Source: an optimization exercise on an open RTL-to-GDS flow (aim: small area, a short achievable clock period and few clock cycles per item). Production flows keep margins and buffers that such runs may drop. The RTL was checked by simulation tests, not by an equivalence proof against the original design.

## xtea_block_cipher
module xtea_block_cipher (
  input  wire logic        clk,
  input  wire logic        rst,
  input  wire logic        cfg_valid,
  output logic             cfg_ready,
  input  wire logic [2:0]  cfg_index,
  input  wire logic [31:0] cfg_data,
  input  wire logic        in_valid,
  output logic             in_stall,
  input  wire logic [64:0] in_data,
  output logic             out_valid,
  input  wire logic        out_stall,
  output logic [63:0]      out_data
);
For scale: roughly 1800 cells after synthesis, ~310 flip-flops, ~170 I/O pins.
==> flow/config.mk <==
export PLATFORM = sky130hd
export DESIGN_NAME = xtea_block_cipher
export DESIGN_NICKNAME = xtea_block_cipher
export VERILOG_FILES = /design/flow/design.v
export SDC_FILE = /design/flow/constraint.sdc
export NUM_CORES = 4
export LEC_CHECK = 0
export CAP_MARGIN = 20
export CORE_MARGIN = 2
export CORE_UTILIZATION = 40
export SLEW_MARGIN = 20
==> flow/constraint.sdc <==
create_clock -name core_clock -period 12.0 [get_ports {clk}]
set_input_delay 2.4000 -clock core_clock [delete_from_list [all_inputs] [get_ports {clk}]]
set_output_delay 2.4000 -clock core_clock [all_outputs]
set_load 0.01 [all_outputs]
standard.sh (not shown) runs the stock make flow with config.mk's settings and CLKGATE_MAP_FILE= SYNTH_SCRIPT=/design/flow/synth_recipe.tcl, a recipe that flattens the netlist after the stock synthesis.
==> flow/flow/run.sh <==
#!/bin/bash
set -euo pipefail
bash standard.sh SETUP_SLACK_MARGIN=7.5 \
  "BUFFER_PORTS_ARGS=-buffer_cell sky130_fd_sc_hd__buf_1" \
  "CTS_ARGS=-sink_clustering_enable -repair_clock_nets -dont_use_dummy_load -buf_list {sky130_fd_sc_hd__clkbuf_2 sky130_fd_sc_hd__clkbuf_4}" \
  finish > standard_flow.log 2>&1
Testbench counts at the start, summed over its fixed seeds: cycles 34,616, items 512.
Then changed:
==> flow/flow/run.sh (replaced) <==
#!/bin/bash
set -euo pipefail
bash standard.sh SETUP_SLACK_MARGIN=7 \
  "BUFFER_PORTS_ARGS=-buffer_cell sky130_fd_sc_hd__buf_1" \
  "CTS_ARGS=-sink_clustering_enable -repair_clock_nets -dont_use_dummy_load -buf_list {sky130_fd_sc_hd__clkbuf_1 sky130_fd_sc_hd__clkbuf_2}" \
  finish > standard_flow.log 2>&1
The new run finished with timing, DRC and antenna clean.
First-iteration DRC count went up by roughly a tenth.
Synthesized area does not change.
Hold slack gets worse by 0.079 ns.
Synthesized cell count does not change.
Global-route usage went down by 0.77 points.
Die area does not change.
Sequential share of layout area goes up by 1.2 points.
Design area goes down by a few percent.


Setup of run F:
xtea_block_cipher, a different RTL version from the one above (not shown whole).
Size in the first run: roughly 19,000 µm² of cells after synthesis.
export LEC_CHECK = 0
export CAP_MARGIN = 20
export CORE_MARGIN = 2
export CORE_UTILIZATION = 40
export SLEW_MARGIN = 20
create_clock -name core_clock -period 12.0 [get_ports {clk}]
run.sh (not shown) runs the stock make flow with config.mk's settings and CLKGATE_MAP_FILE= SYNTH_SCRIPT=/design/flow/synth_recipe.tcl, a recipe that flattens the netlist after the stock synthesis.
Stock flow here: none of the scripts above is used.
Testbench counts of run F, summed over its fixed seeds: cycles 34,104, items 512.
## Diff of input files: run D against run F
# run F
export LEC_CHECK = 0
export CAP_MARGIN = 20
export CORE_MARGIN = 2
export CORE_UTILIZATION = 40
export SLEW_MARGIN = 20
create_clock -name core_clock -period 12.0 [get_ports {clk}]
# run D
export LEC_CHECK = 0
export CAP_MARGIN = 20
export CORE_MARGIN = 2
export CORE_UTILIZATION = 60
export PLACE_DENSITY = 0.7
export SLEW_MARGIN = 20
create_clock -name core_clock -period 12.0 [get_ports {clk}]
==> flow/flow/run.sh (new file) <==
#!/bin/bash
set -euo pipefail
bash standard.sh SETUP_SLACK_MARGIN=7 \
  "BUFFER_PORTS_ARGS=-buffer_cell sky130_fd_sc_hd__buf_1" \
  "CTS_ARGS=-sink_clustering_enable -repair_clock_nets -dont_use_dummy_load -buf_list {sky130_fd_sc_hd__clkbuf_4 sky130_fd_sc_hd__clkbuf_8}" \
  finish > standard_flow.log 2>&1
==> flow/standard.sh (new file) <==
#!/bin/bash
# synth_recipe.tcl (not shown) runs the flow's synth.tcl, then flattens the netlist and writes it again
# the make line also repeats each setting of config.mk as NAME=value (left out here)
make -C /OpenROAD-flow-scripts/flow DESIGN_CONFIG=/design/flow/config.mk WORK_HOME=/design/flow/orfs CLKGATE_MAP_FILE= SYNTH_SCRIPT=/design/flow/synth_recipe.tcl "${@:-finish}"
removed: flow/run.sh
[summary]
Re largest buffer count on any clock path: no difference whatsoever between run D and run F.
Diff run D and run F: routed wire length lower in run D
Run D went all the way through synthesis, placement and routing and the layout is clean on timing, DRC and antenna.
Run D ends up with a cell count that is 183 lower than in run F.

[separate check: timing with driven ports]
How much do the figures lean on ideal ports? The routed layouts below were timed once more, with nothing changed but the port constraints.
Step 1, drivers: a clkbuf_16 drives clk and a buf_2 each remaining input, both assumed.
Step 2 adds t to the input delays and takes it off the output delays; t is the mean of the earliest and latest rising clock arrival at the registers after step 1. Input paths then give back, and output paths get back, about the clock's delay inside the block.
Slacks: ideal / step 1 / step 2; pairs: ideal / step 1.
run | t (ns) | setup WS [ns] | worst register clock-pin slew, ns
the first run of note 1 | 0.802 | 7.591 / 7.591 / 7.283 | 0.07 / 0.07
the second run of note 1 | 0.899 | 7.218 / 7.218 / 7.218 | 0.11 / 0.11
run F | 0.601 | 6.322 / 6.322 / 6.322 | 0.06 / 0.06
run D | 0.609 | 6.975 / 6.975 / 6.975 | 0.07 / 0.07
After both steps setup and hold are still met in every run listed. For the first run of note 1, which loses most, drivers alone change the setup slack by 0.000 ns; drivers and shift together by -0.308 ns.
